From an optimization exercise on the open Yosys and OpenROAD flow, aimed at small area; shortcuts taken in it are not production practice. At most, simulation tests tie the RTL to the original design; equivalence was not proved. Power is estimated from default activity; no workload was simulated.

main:
==> flow/design.v <==
`timescale 1ns / 1ps
package mpar_pkg;
    localparam int SAMPLE_BITS   = 16;
    localparam int POOLED_BITS   = 15;
    localparam int MASK_BITS     = 4;
    localparam int PLANE_BITS    = 6;
    localparam int CFG_DATA_BITS = 9;
    localparam int CFG_ADDR_BITS = 2;
    localparam int HALF_BITS     = 7;
    localparam int ENTRY_BITS    = SAMPLE_BITS + 2;
    localparam int LINE_BITS     = ENTRY_BITS / 2;
    localparam logic [HALF_BITS-1:0]  HALF_M1_RESET   = HALF_BITS'(111);
    localparam logic [PLANE_BITS-1:0] PLANES_M1_RESET = PLANE_BITS'(3);
endpackage
`timescale 1ns / 1ps
module mpar_cell #(
    parameter int LEN = 1
) (
    input  logic                             aclk,
    input  logic                             shift,
    input  logic [mpar_pkg::LINE_BITS-1:0]   d,
    output logic [mpar_pkg::LINE_BITS-1:0]   q
);
    localparam int LB = mpar_pkg::LINE_BITS;
    logic [LEN*LB-1:0] sr;
    always_ff @(posedge aclk) begin
        if (shift) begin
            if (LEN == 1) sr <= d;
            else          sr <= {sr[(LEN-1)*LB-1:0], d};
        end
    end
    assign q = sr[LEN*LB-1 -: LB];
endmodule
`timescale 1ns / 1ps
module mpar_line
(
    input  logic                             aclk,
    input  logic                             shift,
    input  logic [mpar_pkg::HALF_BITS-1:0]   half_m1,
    input  logic [mpar_pkg::LINE_BITS-1:0]   d,
    output logic [mpar_pkg::LINE_BITS-1:0]   q_old,
    output logic [mpar_pkg::LINE_BITS-1:0]   q_new
);
    localparam int LB = mpar_pkg::LINE_BITS;
    localparam int HB = mpar_pkg::HALF_BITS;
    logic [LB-1:0] stage [HB+1];
    assign stage[HB] = d;
    for (genvar k = HB - 1; k >= 0; k--) begin : g_seg
        logic [LB-1:0] seg_q;
        mpar_cell #(.LEN(2 << k)) u_seg (
            .aclk (aclk), .shift (shift), .d (stage[k+1]), .q (seg_q)
        );
        assign stage[k] = half_m1[k] ? seg_q : stage[k+1];
    end
    mpar_cell #(.LEN(1)) u_tail1 (
        .aclk (aclk), .shift (shift), .d (stage[0]), .q (q_new)
    );
    mpar_cell #(.LEN(1)) u_tail0 (
        .aclk (aclk), .shift (shift), .d (q_new), .q (q_old)
    );
endmodule
`timescale 1ns / 1ps
module mpar_window
(
    input  logic signed [mpar_pkg::SAMPLE_BITS-1:0] a,
    input  logic signed [mpar_pkg::SAMPLE_BITS-1:0] b,
    output logic signed [mpar_pkg::SAMPLE_BITS-1:0] max_ab,
    output logic                                    a_wins,
    output logic                                    b_wins
);
    logic lt, gt;
    assign lt     = a < b;
    assign gt     = a > b;
    assign max_ab = lt ? b : a;
    assign a_wins = !lt;
    assign b_wins = !gt;
endmodule
`timescale 1ns / 1ps
module max_pool_argmax_relu
(
    input  logic                     aclk,
    input  logic                     aresetn,
    input  logic                     cfg_wen,
    input  logic [mpar_pkg::CFG_ADDR_BITS-1:0] cfg_addr,
    input  logic [mpar_pkg::CFG_DATA_BITS-1:0] cfg_wdata,
    input  logic                     s_valid,
    output logic                     s_ready,
    input  logic signed [mpar_pkg::SAMPLE_BITS-1:0] s_sample,
    output logic                     m_valid,
    input  logic                     m_ready,
    output logic [mpar_pkg::POOLED_BITS-1:0]   m_pooled,
    output logic [mpar_pkg::MASK_BITS-1:0]     m_winner_mask,
    output logic [mpar_pkg::PLANE_BITS-1:0]    m_plane_index,
    output logic                     m_frame_last
);
    localparam int HB = mpar_pkg::HALF_BITS;
    localparam int PB = mpar_pkg::PLANE_BITS;
    localparam int SB = mpar_pkg::SAMPLE_BITS;
    localparam int LB = mpar_pkg::LINE_BITS;
    logic [HB-1:0] half_m1_reg;
    logic [PB-1:0] planes_m1_reg;
    logic          cpar_reg, rpar_reg;
    logic [HB-1:0] cidx_reg, ridx_reg;
    logic          plane_zero_reg, plane_adv_reg;
    logic [PB-1:0] plane;
    logic signed [SB-1:0] left_reg;
    logic [SB-1:0]        left_next;
    logic                 out_valid_reg;
    logic [mpar_pkg::POOLED_BITS-1:0] res_pooled;
    logic [mpar_pkg::MASK_BITS-1:0]   res_mask;
    logic [mpar_pkg::MASK_BITS-2:0]   out_mask_reg;
    logic [PB-1:0]        out_plane_reg;
    logic                 out_last_reg;
    logic          s_acc, restart, pair_end, row_end, plane_end, produce;
    logic          col_last, row_last, plane_last;
    logic [7:0]    w_half;
    logic [HB-1:0] half_m1_new;
    logic [PB-1:0] planes_m1_new;
    logic signed [SB-1:0] pair_max, top_max, all_max;
    logic          pair_a, pair_b, top_a, top_b, top_wins, bot_wins;
    logic [mpar_pkg::ENTRY_BITS-1:0] top_entry, pair_entry;
    assign s_ready = !out_valid_reg || m_ready;
    assign s_acc   = s_valid && s_ready;
    assign restart = cfg_wen && !cfg_addr[1];
    assign col_last   = cidx_reg == half_m1_reg;
    assign row_last   = ridx_reg == half_m1_reg;
    assign plane      = plane_zero_reg ? '0 :
                        !plane_adv_reg ? out_plane_reg :
                        out_last_reg   ? '0 : out_plane_reg + 1'b1;
    assign plane_last = plane == planes_m1_reg;
    assign pair_end   = s_acc && cpar_reg;
    assign row_end    = pair_end && col_last;
    assign plane_end  = row_end && rpar_reg && row_last;
    assign produce    = pair_end && rpar_reg && !restart;
    assign w_half      = cfg_wdata[8:1];
    assign half_m1_new = (w_half == 8'd0) ? '0 :
                         w_half[7]        ? '1 : HB'(w_half - 8'd1);
    assign planes_m1_new = (cfg_wdata[6:0] == 7'd0) ? '0 :
                           cfg_wdata[6]             ? '1 : PB'(cfg_wdata[5:0] - 6'd1);
    mpar_window u_pair (
        .a      (left_reg),
        .b      (s_sample),
        .max_ab (pair_max),
        .a_wins (pair_a),
        .b_wins (pair_b)
    );
    assign pair_entry = {pair_b, pair_a, pair_max};
    mpar_line u_line (
        .aclk    (aclk),
        .shift   (s_acc),
        .half_m1 (half_m1_reg),
        .d       (cpar_reg ? pair_entry[2*LB-1:LB] : left_reg[LB-1:0]),
        .q_old   (top_entry[2*LB-1:LB]),
        .q_new   (top_entry[LB-1:0])
    );
    assign top_max = top_entry[SB-1:0];
    assign top_a   = top_entry[SB];
    assign top_b   = top_entry[SB+1];
    mpar_window u_rows (
        .a      (top_max),
        .b      (pair_max),
        .max_ab (all_max),
        .a_wins (top_wins),
        .b_wins (bot_wins)
    );
    assign res_pooled = all_max[SB-1] ? '0 : all_max[mpar_pkg::POOLED_BITS-1:0];
    assign res_mask   = {pair_b & bot_wins, pair_a & bot_wins,
                         top_b & top_wins, top_a & top_wins};
    always_comb begin
        if (!cpar_reg) begin
            left_next = s_sample;
        end else begin
            left_next = {res_mask[mpar_pkg::MASK_BITS-1], res_pooled};
            if (!rpar_reg) left_next[LB-1:0] = pair_entry[LB-1:0];
        end
    end
    always_ff @(posedge aclk) begin
        if (!aresetn) begin
            half_m1_reg   <= mpar_pkg::HALF_M1_RESET;
            planes_m1_reg <= mpar_pkg::PLANES_M1_RESET;
            cpar_reg      <= 1'b0;
            rpar_reg      <= 1'b0;
            cidx_reg      <= '0;
            ridx_reg      <= '0;
            plane_zero_reg <= 1'b1;
            plane_adv_reg <= 1'b0;
            out_valid_reg <= 1'b0;
        end else begin
            if (produce) begin
                out_valid_reg <= 1'b1;
            end else if (m_ready) begin
                out_valid_reg <= 1'b0;
            end
            if (restart) begin
                if (!cfg_addr[0]) half_m1_reg   <= half_m1_new;
                else              planes_m1_reg <= planes_m1_new;
                cpar_reg  <= 1'b0;
                rpar_reg  <= 1'b0;
                cidx_reg  <= '0;
                ridx_reg  <= '0;
                plane_zero_reg <= 1'b1;
                plane_adv_reg  <= 1'b0;
            end else if (s_acc) begin
                cpar_reg <= !cpar_reg;
                if (pair_end) begin
                    cidx_reg <= col_last ? '0 : cidx_reg + 1'b1;
                end
                if (row_end) begin
                    rpar_reg <= !rpar_reg;
                    if (rpar_reg) begin
                        ridx_reg <= row_last ? '0 : ridx_reg + 1'b1;
                    end
                end
                if (produce) begin
                    plane_zero_reg <= 1'b0;
                    plane_adv_reg  <= plane_end;
                end
            end
        end
    end
    always_ff @(posedge aclk) begin
        if (s_acc) begin
            left_reg <= left_next;
        end
        if (produce) begin
            out_mask_reg   <= res_mask[mpar_pkg::MASK_BITS-2:0];
            out_plane_reg  <= plane;
            out_last_reg   <= plane_last && row_last && col_last;
        end
    end
    assign m_valid       = out_valid_reg;
    assign m_pooled      = left_reg[mpar_pkg::POOLED_BITS-1:0];
    assign m_winner_mask = {left_reg[SB-1], out_mask_reg};
    assign m_plane_index = out_plane_reg;
    assign m_frame_last  = out_last_reg;
endmodule
clock: 10.0 ns
lec_check: 0
cap_margin: 20
core_margin: 2
core_utilization: 65
cts_buf_list: sky130_fd_sc_hd__clkbuf_8
cts_cluster_diameter: 50
cts_cluster_size: 20
slew_margin: 20
standard.sh (not shown) runs the stock make flow with config.mk's settings and CLKGATE_MAP_FILE= SYNTH_SCRIPT=/design/flow/synth_recipe.tcl, a recipe that flattens the netlist after the stock synthesis.
==> flow/flow/run.sh <==
#!/bin/bash
# Standard ORFS layout, with clock tree and port buffering options passed through.
set -euo pipefail
export CTS_ARGS="-sink_clustering_enable -repair_clock_nets -dont_use_dummy_load -sink_clustering_size 20 -sink_clustering_max_diameter 50 -buf_list sky130_fd_sc_hd__clkbuf_8"
export BUFFER_PORTS_ARGS="-buffer_cell sky130_fd_sc_hd__buf_1"
bash standard.sh finish > standard.log 2>&1
Modified inputs, the feature branch compared to main
-- flow/design.v --
<<< main, line 51
            .aclk (aclk), .shift (shift), .d (stage[k+1]), .q (seg_q)
        );
        assign stage[k] = half_m1[k] ? seg_q : stage[k+1];
    end
    mpar_cell #(.LEN(1)) u_tail1 (
        .aclk (aclk), .shift (shift), .d (stage[0]), .q (q_new)
    );
    mpar_cell #(.LEN(1)) u_tail0 (
        .aclk (aclk), .shift (shift), .d (q_new), .q (q_old)
    );
endmodule
`timescale 1ns / 1ps
>>> the feature branch, line 51
            .aclk (aclk), .shift (shift), .d (stage[k+1]), .q (seg_q)
        );
        assign stage[k] = ~(half_m1[k] ? seg_q : stage[k+1]);
    end
    localparam logic [LB-1:0] TAIL_INV = (HB % 2 == 1) ? '1 : '0;
    logic [LB-1:0] tail1_q, tail0_q;
    mpar_cell #(.LEN(1)) u_tail1 (
        .aclk (aclk), .shift (shift), .d (stage[0]), .q (tail1_q)
    );
    mpar_cell #(.LEN(1)) u_tail0 (
        .aclk (aclk), .shift (shift), .d (tail1_q), .q (tail0_q)
    );
    assign q_new = tail1_q ^ TAIL_INV;
    assign q_old = tail0_q ^ TAIL_INV;
endmodule
`timescale 1ns / 1ps
<<< main, line 105
    logic [PB-1:0] plane;
    logic signed [SB-1:0] left_reg;
    logic [SB-1:0]        left_next;
    logic                 out_valid_reg;
    logic [mpar_pkg::POOLED_BITS-1:0] res_pooled;
    logic [mpar_pkg::MASK_BITS-1:0]   res_mask;
    logic [mpar_pkg::MASK_BITS-2:0]   out_mask_reg;
    logic [PB-1:0]        out_plane_reg;
    logic                 out_last_reg;
>>> the feature branch, line 109
    logic [PB-1:0] plane;
    logic signed [SB-1:0] left_reg;
    logic                 out_valid_reg;
    logic [mpar_pkg::POOLED_BITS-1:0] out_pooled_reg;
    logic [mpar_pkg::MASK_BITS-1:0]   out_mask_reg;
    logic [PB-1:0]        out_plane_reg;
    logic                 out_last_reg;
<<< main, line 164
        .b_wins (bot_wins)
    );
    assign res_pooled = all_max[SB-1] ? '0 : all_max[mpar_pkg::POOLED_BITS-1:0];
    assign res_mask   = {pair_b & bot_wins, pair_a & bot_wins,
                         top_b & top_wins, top_a & top_wins};
    always_comb begin
        if (!cpar_reg) begin
            left_next = s_sample;
        end else begin
            left_next = {res_mask[mpar_pkg::MASK_BITS-1], res_pooled};
            if (!rpar_reg) left_next[LB-1:0] = pair_entry[LB-1:0];
        end
    end
    always_ff @(posedge aclk) begin
        if (!aresetn) begin
>>> the feature branch, line 166
        .b_wins (bot_wins)
    );
    always_ff @(posedge aclk) begin
        if (!aresetn) begin
<<< main, line 221
    always_ff @(posedge aclk) begin
        if (s_acc) begin
            left_reg <= left_next;
        end
        if (produce) begin
            out_mask_reg   <= res_mask[mpar_pkg::MASK_BITS-2:0];
            out_plane_reg  <= plane;
            out_last_reg   <= plane_last && row_last && col_last;
>>> the feature branch, line 212
    always_ff @(posedge aclk) begin
        if (s_acc) begin
            if (!cpar_reg) left_reg <= s_sample;
            else           left_reg[LB-1:0] <= pair_entry[LB-1:0];
        end
        if (produce) begin
            out_pooled_reg <= all_max[SB-1] ? '0 : all_max[mpar_pkg::POOLED_BITS-1:0];
            out_mask_reg   <= {pair_b & bot_wins, pair_a & bot_wins,
                               top_b & top_wins, top_a & top_wins};
            out_plane_reg  <= plane;
            out_last_reg   <= plane_last && row_last && col_last;
<<< main, line 230
    end
    assign m_valid       = out_valid_reg;
    assign m_pooled      = left_reg[mpar_pkg::POOLED_BITS-1:0];
    assign m_winner_mask = {left_reg[SB-1], out_mask_reg};
    assign m_plane_index = out_plane_reg;
    assign m_frame_last  = out_last_reg;
>>> the feature branch, line 224
    end
    assign m_valid       = out_valid_reg;
    assign m_pooled      = out_pooled_reg;
    assign m_winner_mask = out_mask_reg;
    assign m_plane_index = out_plane_reg;
    assign m_frame_last  = out_last_reg;
Comparing main and the feature branch, fraction of met1 tracks used by global routing is lower on the feature branch. Re met3 wire length: main was higher than the feature branch. Clock power: the feature branch vs main, no meaningful difference. Compared with main, the feature branch shows worst hold slack lower by 0.021 ns. Compared with main, the feature branch ends up with a larger final cell area. In the metrics for main and the feature branch, the one carrying the lower routed wire length is main. In terms of total sequential power, main and the feature branch differ only marginally. Utilization after layout ended up 0.28 points higher on the feature branch than on main. The feature branch vs main — total length of routed met2 wires climbed by a few percent. The via count normalized by instance count on main is in line with that on the feature branch. The feature branch against main: multi-input combinational gate total shows an increase of about 8%, area used by multi-input combinational logic now sits higher.
Function not checked in the feature branch: the RTL went through the layout flow alone.

[static timing again, ports no longer ideal]
The flow's constraints put no driver on any port. The routed layouts listed below were extracted and timed again, unchanged, in two steps.
Step 1 assumes that a clkbuf_16 drives the clock port and a buf_2 every other input.
Step 2 adds t to the input delays and takes it off the output delays; t is the mean of the earliest and latest rising clock arrival at the registers after step 1. Input paths then give back, and output paths get back, about the clock's delay inside the block.
Slacks: ideal / step 1 / step 2; pairs: ideal / step 1.
| run | t, ns | setup slack, ns | worst slew at a driven data input, ns |
|---|---|---|---|
| main | 0.869 | 3.425 / 3.457 / 2.589 | 0.19 |
| the feature branch | 0.857 | 3.126 / 3.165 / 2.308 | 0.05 |
After both steps every run listed still meets setup and hold. The setup slack of main, which loses most, moves by +0.032 ns with the drivers and by -0.836 ns with both steps.
